This design comes from an exercise in tuning for small area on the open sky130 flow, not from production work.
Only simulation tests tie the RTL to the original design; equivalence was not proved.
Power figures rest on the tool's default switching activity, not on a simulated workload.

[run.sh]
#!/bin/bash
# synth_recipe.tcl (not shown) runs the flow's synth.tcl, then flattens the netlist and writes it again
# the make line also repeats each setting of config.mk as NAME=value (left out here)
make -C /OpenROAD-flow-scripts/flow DESIGN_CONFIG=/design/flow/config.mk WORK_HOME=/design/flow/orfs CLKGATE_MAP_FILE= SYNTH_SCRIPT=/design/flow/synth_recipe.tcl finish
[config.mk]
export PLATFORM = sky130hd
export DESIGN_NAME = mm_uart_top
export DESIGN_NICKNAME = mm_uart_top
export VERILOG_FILES = /design/flow/design.v
export SDC_FILE = /design/flow/constraint.sdc
export NUM_CORES = 4
export LEC_CHECK = 0
export CAP_MARGIN = 20
export CORE_MARGIN = 2
export CORE_UTILIZATION = 40
export SLEW_MARGIN = 20
[design.v]
package mm_pkg;
    localparam int N_DIM  = 4;                 
    localparam int DATA_W = 8;                 
    localparam int ACC_W  = 32;                
    localparam int IDX_W     = (N_DIM > 1) ? $clog2(N_DIM) : 1;   
    localparam int RES_ADR_W = $clog2(N_DIM * N_DIM);             
    typedef enum logic [1:0] {
        IDLE,    
        START,   
        DATA,    
        STOP     
    } rx_state_t;
    typedef enum logic [1:0] {
        LOAD_A,    
        LOAD_B,    
        COMPUTE,   
        DONE       
    } job_state_t;
endpackage
import mm_pkg::*;
module uart_rx #(
    parameter int CLKS_PER_TICK = 4,
    parameter int OVERSAMPLE    = 13,
    parameter int MAJ_LO        = 4,
    parameter int MAJ_HI        = 8
) (
    input  logic              uart_clk,
    input  logic              reset,
    input  logic              i_rx,
    output logic [DATA_W-1:0] o_byte,
    output logic              o_byte_valid
);
    localparam int DIV_W  = (CLKS_PER_TICK > 1) ? $clog2(CLKS_PER_TICK) : 1;
    localparam int SMP_W  = $clog2(OVERSAMPLE);
    localparam int VOTE_N = MAJ_HI - MAJ_LO + 1;    
    localparam int ONES_W = $clog2(VOTE_N + 1);
    localparam int BIT_W  = $clog2(DATA_W);
    logic [DIV_W-1:0]  div_cnt;    
    logic              tick;
    logic [1:0]        rx_sync;    
    mm_pkg::rx_state_t state;
    logic [SMP_W-1:0]  smp_cnt;    
    logic [ONES_W-1:0] ones;       
    logic [ONES_W-1:0] ones_nxt;
    logic              in_win;
    logic              bit_val;    
    logic              bit_end;
    logic [BIT_W-1:0]  bit_idx;
    logic [DATA_W-1:0] shift;
    always_ff @(posedge uart_clk) begin
        if (reset || tick)
            div_cnt <= '0;
        else
            div_cnt <= div_cnt + 1'b1;
    end
    assign tick = (div_cnt == DIV_W'(CLKS_PER_TICK - 1));
    always_ff @(posedge uart_clk) begin
        if (reset)
            rx_sync <= 2'b11;                   
        else
            rx_sync <= {rx_sync[0], i_rx};
    end
    assign in_win   = (smp_cnt >= SMP_W'(MAJ_LO)) && (smp_cnt <= SMP_W'(MAJ_HI));
    assign ones_nxt = ones + ONES_W'(in_win && rx_sync[1]);
    assign bit_val  = (ones_nxt > ONES_W'(VOTE_N / 2));
    assign bit_end  = (smp_cnt == SMP_W'(OVERSAMPLE - 1));
    always_ff @(posedge uart_clk) begin
        if (reset) begin
            state        <= IDLE;
            smp_cnt      <= '0;
            ones         <= '0;
            bit_idx      <= '0;
            o_byte_valid <= 1'b0;
        end else begin
            o_byte_valid <= 1'b0;               
            if (tick) begin
                if (state == IDLE) begin
                    smp_cnt <= SMP_W'(1);       
                    ones    <= '0;
                    if (!rx_sync[1])
                        state <= START;
                end else if (bit_end) begin
                    smp_cnt <= '0;
                    ones    <= '0;
                    case (state)
                        START: begin
                            bit_idx <= '0;
                            state   <= bit_val ? IDLE : DATA;   
                        end
                        DATA: begin
                            bit_idx <= bit_idx + 1'b1;
                            if (bit_idx == BIT_W'(DATA_W - 1))
                                state <= STOP;
                        end
                        STOP: begin
                            o_byte_valid <= bit_val;   
                            state        <= IDLE;
                        end
                        default: state <= IDLE;
                    endcase
                end else begin
                    smp_cnt <= smp_cnt + 1'b1;
                    ones    <= ones_nxt;
                end
            end
        end
    end
    always_ff @(posedge uart_clk) begin
        if (tick && bit_end && state == DATA)
            shift <= {bit_val, shift[DATA_W-1:1]};
        if (tick && bit_end && state == STOP)
            o_byte <= shift;
    end
endmodule
import mm_pkg::*;
module matrix_loader (
    input  logic              uart_clk,
    input  logic              reset,
    input  logic [DATA_W-1:0] i_byte,
    input  logic              i_byte_valid,
    input  logic              i_stream_end,
    output logic              o_wr_en,
    output logic              o_wr_sel_b,    
    output logic [IDX_W-1:0]  o_wr_bank,
    output logic [IDX_W-1:0]  o_wr_addr,
    output logic [DATA_W-1:0] o_wr_data,
    output logic              o_start,
    output logic              o_done
);
    localparam int LAST       = N_DIM * N_DIM - 1;
    localparam int DRAIN_W    = $clog2(2 * N_DIM);
    localparam int DRAIN_LAST = 2 * N_DIM - 2;    
    mm_pkg::job_state_t   state;
    logic [RES_ADR_W-1:0] cnt;           
    logic                 cnt_last;
    logic                 draining;
    logic [DRAIN_W-1:0]   drain_cnt;
    assign cnt_last = (cnt == RES_ADR_W'(LAST));
    assign o_done   = (state == DONE);
    always_ff @(posedge uart_clk) begin
        if (reset) begin
            state     <= LOAD_A;
            cnt       <= '0;
            o_wr_en   <= 1'b0;
            o_start   <= 1'b0;
            draining  <= 1'b0;
            drain_cnt <= '0;
        end else begin
            o_wr_en <= 1'b0;
            o_start <= (state == COMPUTE) && o_wr_en;    
            case (state)
                LOAD_A, DONE: if (i_byte_valid) begin    
                    o_wr_en <= 1'b1;
                    cnt     <= cnt_last ? '0 : cnt + 1'b1;
                    state   <= cnt_last ? LOAD_B : LOAD_A;
                end
                LOAD_B: if (i_byte_valid) begin
                    o_wr_en <= 1'b1;
                    cnt     <= cnt_last ? '0 : cnt + 1'b1;
                    if (cnt_last)
                        state <= COMPUTE;
                end
                COMPUTE: begin
                    if (i_stream_end) begin
                        draining  <= 1'b1;
                        drain_cnt <= '0;
                    end else if (draining) begin
                        drain_cnt <= drain_cnt + 1'b1;
                        if (drain_cnt == DRAIN_W'(DRAIN_LAST)) begin
                            draining <= 1'b0;
                            state    <= DONE;
                        end
                    end
                end
                default: state <= LOAD_A;
            endcase
        end
    end
    always_ff @(posedge uart_clk) begin
        if (i_byte_valid) begin
            o_wr_data  <= i_byte;
            o_wr_sel_b <= (state == LOAD_B);
            o_wr_bank  <= (state == LOAD_B) ? IDX_W'(cnt % N_DIM) : IDX_W'(cnt / N_DIM);
            o_wr_addr  <= (state == LOAD_B) ? IDX_W'(cnt / N_DIM) : IDX_W'(cnt % N_DIM);
        end
    end
endmodule
import mm_pkg::*;
module operand_skew_buffer (
    input  logic                      uart_clk,
    input  logic                      reset,
    input  logic                      i_wr_en,
    input  logic                      i_wr_sel_b,
    input  logic [IDX_W-1:0]          i_wr_bank,
    input  logic [IDX_W-1:0]          i_wr_addr,
    input  logic [DATA_W-1:0]         i_wr_data,
    input  logic                      i_start,
    output logic [N_DIM*DATA_W-1:0]   o_a_west,     
    output logic [N_DIM*DATA_W-1:0]   o_b_north,    
    output logic                      o_clear,
    output logic                      o_stream_end
);
    localparam int STEPS  = 3 * N_DIM - 2;
    localparam int STEP_W = $clog2(STEPS);
    logic [DATA_W-1:0] a_bank [N_DIM][N_DIM];    
    logic [DATA_W-1:0] b_bank [N_DIM][N_DIM];    
    logic              streaming;
    logic [STEP_W-1:0] step;
    always_ff @(posedge uart_clk) begin
        if (i_wr_en && !i_wr_sel_b)
            a_bank[i_wr_bank][i_wr_addr] <= i_wr_data;
        if (i_wr_en && i_wr_sel_b)
            b_bank[i_wr_bank][i_wr_addr] <= i_wr_data;
    end
    always_ff @(posedge uart_clk) begin
        if (reset) begin
            streaming    <= 1'b0;
            step         <= '0;
            o_stream_end <= 1'b0;
        end else begin
            o_stream_end <= streaming && (step == STEP_W'(STEPS - 1));
            if (i_start) begin
                streaming <= 1'b1;
                step      <= '0;
            end else if (streaming) begin
                step <= step + 1'b1;
                if (step == STEP_W'(STEPS - 1))
                    streaming <= 1'b0;
            end
        end
    end
    assign o_clear = streaming && (step == '0);    
    always_comb begin
        for (int i = 0; i < N_DIM; i++) begin
            o_a_west[i*DATA_W +: DATA_W]  = '0;
            o_b_north[i*DATA_W +: DATA_W] = '0;
            if (streaming && (step >= i) && (step < i + N_DIM)) begin
                o_a_west[i*DATA_W +: DATA_W]  = a_bank[i][IDX_W'(step - i)];
                o_b_north[i*DATA_W +: DATA_W] = b_bank[i][IDX_W'(step - i)];
            end
        end
    end
endmodule
import mm_pkg::*;
module mac_pe (
    input  logic              uart_clk,
    input  logic              reset,
    input  logic              i_clear,
    input  logic [DATA_W-1:0] i_a,
    input  logic [DATA_W-1:0] i_b,
    output logic [DATA_W-1:0] o_a,      
    output logic [DATA_W-1:0] o_b,      
    output logic [ACC_W-1:0]  o_acc
);
    logic [2*DATA_W-1:0] prod;
    assign prod = i_a * i_b;    
    always_ff @(posedge uart_clk) begin
        if (reset) begin
            o_a   <= '0;
            o_b   <= '0;
            o_acc <= '0;
        end else begin
            o_a <= i_a;
            o_b <= i_b;
            if (i_clear)
                o_acc <= ACC_W'(prod);
            else
                o_acc <= o_acc + ACC_W'(prod);
        end
    end
endmodule
import mm_pkg::*;
module systolic_array (
    input  logic                          uart_clk,
    input  logic                          reset,
    input  logic                          i_clear,
    input  logic [N_DIM*DATA_W-1:0]       i_a_west,
    input  logic [N_DIM*DATA_W-1:0]       i_b_north,
    output logic [N_DIM*N_DIM*ACC_W-1:0]  o_c           
);
    logic [DATA_W-1:0]    a_in [N_DIM][N_DIM];    
    logic [DATA_W-1:0]    b_in [N_DIM][N_DIM];    
    logic [2*N_DIM-3:0]   clear_q;                 
    always_ff @(posedge uart_clk) begin
        if (reset)
            clear_q <= '0;
        else
            clear_q <= {clear_q[2*N_DIM-4:0], i_clear};
    end
    for (genvar i = 0; i < N_DIM; i++) begin : g_row
        assign a_in[i][0] = i_a_west[i*DATA_W +: DATA_W];
        assign b_in[0][i] = i_b_north[i*DATA_W +: DATA_W];
        for (genvar j = 0; j < N_DIM; j++) begin : g_col
            logic [DATA_W-1:0] a_out;
            logic [DATA_W-1:0] b_out;
            logic              pe_clear;
            if (i + j == 0) begin : g_clr0
                assign pe_clear = i_clear;
            end else begin : g_clrd
                assign pe_clear = clear_q[i+j-1];
            end
            if (j < N_DIM - 1) begin : g_east
                assign a_in[i][j+1] = a_out;
            end
            if (i < N_DIM - 1) begin : g_south
                assign b_in[i+1][j] = b_out;
            end
            mac_pe u_pe (
                .uart_clk (uart_clk),
                .reset    (reset),
                .i_clear  (pe_clear),
                .i_a      (a_in[i][j]),
                .i_b      (b_in[i][j]),
                .o_a      (a_out),
                .o_b      (b_out),
                .o_acc    (o_c[(i*N_DIM+j)*ACC_W +: ACC_W])
            );
        end
    end
endmodule
import mm_pkg::*;
module result_wb_slave (
    input  logic                          uart_clk,
    input  logic                          reset,
    input  logic [N_DIM*N_DIM*ACC_W-1:0]  i_c,
    input  logic                          i_wb_cyc,
    input  logic                          i_wb_stb,
    input  logic                          i_wb_we,
    input  logic [RES_ADR_W-1:0]          i_wb_adr,
    output logic [ACC_W-1:0]              o_wb_dat,
    output logic                          o_wb_ack
);
    logic req;
    assign req = i_wb_cyc && i_wb_stb && !o_wb_ack;
    always_ff @(posedge uart_clk) begin
        if (reset)
            o_wb_ack <= 1'b0;
        else
            o_wb_ack <= req;    
    end
    always_ff @(posedge uart_clk) begin
        if (req && !i_wb_we)
            o_wb_dat <= i_c[i_wb_adr*ACC_W +: ACC_W];
    end
endmodule
import mm_pkg::*;
module mm_uart_top #(
    parameter int CLKS_PER_TICK = 4,
    parameter int OVERSAMPLE    = 13,
    parameter int MAJ_LO        = 4,
    parameter int MAJ_HI        = 8
) (
    input  logic                 uart_clk,
    input  logic                 reset,
    input  logic                 i_uart_rx,
    input  logic                 i_wb_cyc,
    input  logic                 i_wb_stb,
    input  logic                 i_wb_we,
    input  logic [RES_ADR_W-1:0] i_wb_adr,
    output logic [ACC_W-1:0]     o_wb_dat,
    output logic                 o_wb_ack,
    output logic                 o_done
);
    logic [DATA_W-1:0]               rx_byte;
    logic                            rx_valid;
    logic                            wr_en;
    logic                            wr_sel_b;
    logic [IDX_W-1:0]                wr_bank;
    logic [IDX_W-1:0]                wr_addr;
    logic [DATA_W-1:0]               wr_data;
    logic                            start;
    logic                            stream_end;
    logic                            clear;
    logic [N_DIM*DATA_W-1:0]         a_west;
    logic [N_DIM*DATA_W-1:0]         b_north;
    logic [N_DIM*N_DIM*ACC_W-1:0]    c_flat;
    uart_rx #(
        .CLKS_PER_TICK (CLKS_PER_TICK),
        .OVERSAMPLE    (OVERSAMPLE),
        .MAJ_LO        (MAJ_LO),
        .MAJ_HI        (MAJ_HI)
    ) u_rx (
        .uart_clk (uart_clk), .reset (reset), .i_rx (i_uart_rx),
        .o_byte (rx_byte), .o_byte_valid (rx_valid)
    );
    matrix_loader u_loader (
        .uart_clk (uart_clk), .reset (reset),
        .i_byte (rx_byte), .i_byte_valid (rx_valid), .i_stream_end (stream_end),
        .o_wr_en (wr_en), .o_wr_sel_b (wr_sel_b), .o_wr_bank (wr_bank),
        .o_wr_addr (wr_addr), .o_wr_data (wr_data),
        .o_start (start), .o_done (o_done)
    );
    operand_skew_buffer u_skew (
        .uart_clk (uart_clk), .reset (reset),
        .i_wr_en (wr_en), .i_wr_sel_b (wr_sel_b), .i_wr_bank (wr_bank),
        .i_wr_addr (wr_addr), .i_wr_data (wr_data), .i_start (start),
        .o_a_west (a_west), .o_b_north (b_north),
        .o_clear (clear), .o_stream_end (stream_end)
    );
    systolic_array u_array (
        .uart_clk (uart_clk), .reset (reset), .i_clear (clear),
        .i_a_west (a_west), .i_b_north (b_north), .o_c (c_flat)
    );
    result_wb_slave u_wb (
        .uart_clk (uart_clk), .reset (reset), .i_c (c_flat),
        .i_wb_cyc (i_wb_cyc), .i_wb_stb (i_wb_stb), .i_wb_we (i_wb_we),
        .i_wb_adr (i_wb_adr), .o_wb_dat (o_wb_dat), .o_wb_ack (o_wb_ack)
    );
endmodule
[constraint.sdc]
create_clock -name core_clock -period 10.0 [get_ports {uart_clk}]
set_input_delay 2.0000 -clock core_clock [delete_from_list [all_inputs] [get_ports {uart_clk}]]
set_output_delay 2.0000 -clock core_clock [all_outputs]
set_load 0.01 [all_outputs]
==> out/metrics.cfg <==
[status]
outcome=no timing/DRC/antenna violations

[detailed_routing]
drt_wl_total_mm=260
vias_per_cell=5.59
wl_per_cell_um=21.7
firstDrtPassIters=7
drc=0
drt_iter0_markers=5617
final_antenna_net_count=0
num_vias=67000

[sta]
grt_setup_unrepaired=false
hold_viol_final=0
totalNegativeSetupSlack_ns=0
clock.fmax_mhz=118
max_slew_margin_pct=23.0
maxSlewViolCount=0
setup_slack_ns=1.50
period_needed_ns=8.50
fin_crit_sh_pct=85.0
tightest_slew_ns=1.15
skew_ns=0.0337
whs_ns=0.409
finalSetupViolCount=0

[yosys]
avgSynthCellArea_um2=9.55
yosys_register_bits=1065
synth-edff-count=317
netlist_area_um2=87600
ys_seq_area_share_pct=28.0
ys_types=111
yosysWarnings=10
synth-async-reset-ratio_pct=0
synthesis.instances=9171
synthFlopType=dfxtp_1
syn_nets=10600

[critical_path]
critPathKind=flip-flop to flip-flop
cp_max_fo=43
critPathLaunchType=flip-flop
crit_required_ns=10.72
end_kind=flip-flop
critical_path_arrival_ns=9.22

[floorplan]
die_h_um=472
ios=44
num_rows=171
start_util_pct=40.3
fp.coreArea_um2=217000
die_x_um=472
die-area_um2=223000

[placed_design]
postPlaceCellArea_um2=90600
dp_hpwl_mm=204
place_congestion=0.958
port_buffers=43
dp_slack_ns=1.50

[grt]
grt_max_degree=144
grt_pass1_vias=66700
grt_pass1_wl_mm=403
overflow=0
grt_use_total_pct=23.3
antenna_found_initial=20

[cts]
cts_buffer_depth=3
cts_setup_buffers=0
clock_latency_ns=0.80
cts_resized=0
cts_max_level=4
clock_sinks=1065
cts_root_buf=clkbuf_16
clk_pin_slew_ns=0.06
ctsHoldBuffers=0
cts_tree=built
cts_buffers=130

[power]
power.leakage_nw=42.7
peakVddDrop_uv=164
p_per_area_nw_per_um2=99.3

[job]
drv_cap=0

[layout]
area_growth_pct=8.48
drive_above_1_share_pct=6.49
nNetsFinal=10500
fill_cells=20800
fin_area_um2=95000

[worst_hold_path]
hp-class=flip-flop to flip-flop

==> through the flow <==
step,utilization (%),instances,total power [W]
detailed placement,41.7,11800,0.00471
global route,43.7,12000,0.00971
floorplan,-,9171,0.00465
CTS,43.7,12000,0.00953
finish,43.7,12000,0.00944
global placement,41.7,11800,0.00471
==> worst max-delay path: stages (launching register included) <==
cell       delay, ns
dfxtp_4         0.46
buf_4           0.68
mux4_2          0.58
and3_1          0.36
and2_1          0.27
fa_1            0.54
inv_1           0.06
fa_1            0.52
inv_1           0.05
fa_1            0.47
inv_1           0.05
fa_1            0.48
inv_1           0.04
ha_1            0.31
a21oi_1         0.20
o21ai_0         0.16
a2111oi_0       0.59
o31ai_1         0.18
xnor2_1         0.59
ha_1            0.37
a21oi_1         0.13
a21oi_1         0.39
and3_1          0.25
nand4_1         0.15
or3_1           0.37
a21oi_1         0.14
==> cell families after synthesis <==
logic type / after synthesis / synth area share (%)
AOI/OAI and AO/OA: 1611 / 11.8
xor gates and xnor gates: 478 / 4.78
adders and majority gates: 1455 / 25.9
buffers and inverters: 1225 / 5.33
DFF: 1065 / 28.0
muxes: 308 / 6.66
and+or+nand+nor: 3029 / 17.6
==> layout by cell type, fill, tap and decap left out, drive strengths merged, types with 180 or more instances in the layout <==
cell type	n
dfxtp	748
inv	884
xor2	244
ha	863
mux4	219
nand2	787
clkbuf	180
a21oi	518
o21ai	369
fa	592
edfxtp	317
xnor2	234
nor2	611
and2	687
==> Yosys cell counts, types with 55 or more instances <==
cell      instances  area share, %
inv_1           872            3.7
ha_1            863             12
nand2_1         786            3.4
dfxtp_1         748             17
and2_1          686            4.9
nor2_1          611            2.6
fa_1            592             14
a21oi_1         517            3.0
o21ai_0         342            2.0
edfxtp_1        317             11
clkbuf_1        285            1.2
xor2_1          244            2.4
xnor2_1         234            2.3
mux4_2          219            5.6
nor2b_1         168            1.2
and3_1          161            1.2
a21o_1          149            1.3
nand3_1         147           0.84
or3_1           108           0.77
nor3_1          106           0.61
a211oi_1         87           0.75
mux2i_1          79           0.90
nand4_1          72           0.51
o21a_1           65           0.56
o21bai_1         55           0.47
==> report_power, final <==
part,internal (W),switching [W],leakage [nW]
clock network,0.00277,0.00205,2.11
logic,0.0000554,0.000132,31.7
registers,0.00443,0.00000566,8.89
==> area by class of cell <==
class	instances	area (µm²)	share of cell area, %
antenna	4	10.0	0.0105
clock buffer	179	3690	3.88
tap	2854	3570	3.76
timing repair buffer	92	858	0.904
multi-input combinational	6881	58500	61.6
sequential	1065	24500	25.8
clock inverter	52	598	0.630
inverter	874	3280	3.45
==> sequential cells by signal, indices dropped and copies added, names as in the netlist, 32 cells and up, named ones only <==
signal / flops
u_array.g_row.g_col.u_pe.o_acc: 512
u_skew.b_bank: 128
u_wb.o_wb_dat: 32
u_skew.a_bank: 128
u_array.g_row.g_col.u_pe.o_b: 96
u_array.g_row.g_col.u_pe.o_a: 96
==> per-layer routing <==
layer,routed length [µm],up-vias,GRT usage (%),part of all wire (%)
met5,61,-,0,0.023
met2,115000,2128,36.3,44
met3,18400,431,4.00,7.1
met1,116000,33100,32.1,44
li1,-,31400,-,-
met4,11800,8,9.54,4.5
==> path summary, 6_finish.rpt <==
| check | from | slack (ns) | cells after the start | endpoint |
|---|---|---|---|---|
| max | u_skew.step[0]$_SDFFE_PP0P_ | 1.50 | 25 | u_array.g_row[0].g_col[2].u_pe.o_acc[30]$_SDFF_PP0_ |
| min | u_rx.rx_sync[0]$_SDFF_PP1_ | 0.41 | 1 | u_rx.rx_sync[1]$_SDFF_PP1_ |
| max reg2reg | u_skew.step[0]$_SDFFE_PP0P_ | 1.50 | 25 | u_array.g_row[0].g_col[2].u_pe.o_acc[30]$_SDFF_PP0_ |
| min reg2reg | u_rx.rx_sync[0]$_SDFF_PP1_ | 0.41 | 1 | u_rx.rx_sync[1]$_SDFF_PP1_ |

re-timing with driven ports:
How much do the figures lean on ideal ports? The routed layout below was timed once more, with nothing changed but the port constraints. Step 1 (the two cells are an assumption about what drives the block):
set clk [get_ports {uart_clk}]
set_driving_cell -lib_cell sky130_fd_sc_hd__clkbuf_16 $clk
set_driving_cell -lib_cell sky130_fd_sc_hd__buf_2 [delete_from_list [all_inputs] $clk]
Step 2 times the ports against the registers' clock, not the clock port: input delays grow and output delays shrink by t, the midpoint of the rising clock arrivals with the driver on. a / b / c = no drivers / after step 1 / after step 2; a / b = the first two.
t, ns: 0.874
setup slack, ns: 1.496 / 1.496 / 1.496
worst setup path after step 2: register to register
clock arrival spread, ns: 0.042 / 0.042
worst register clock-pin slew, ns: 0.06 / 0.06
After both steps this run still meets setup and hold. The setup slack of this run moves by 0.000 ns with the drivers and by 0.000 ns with both steps.
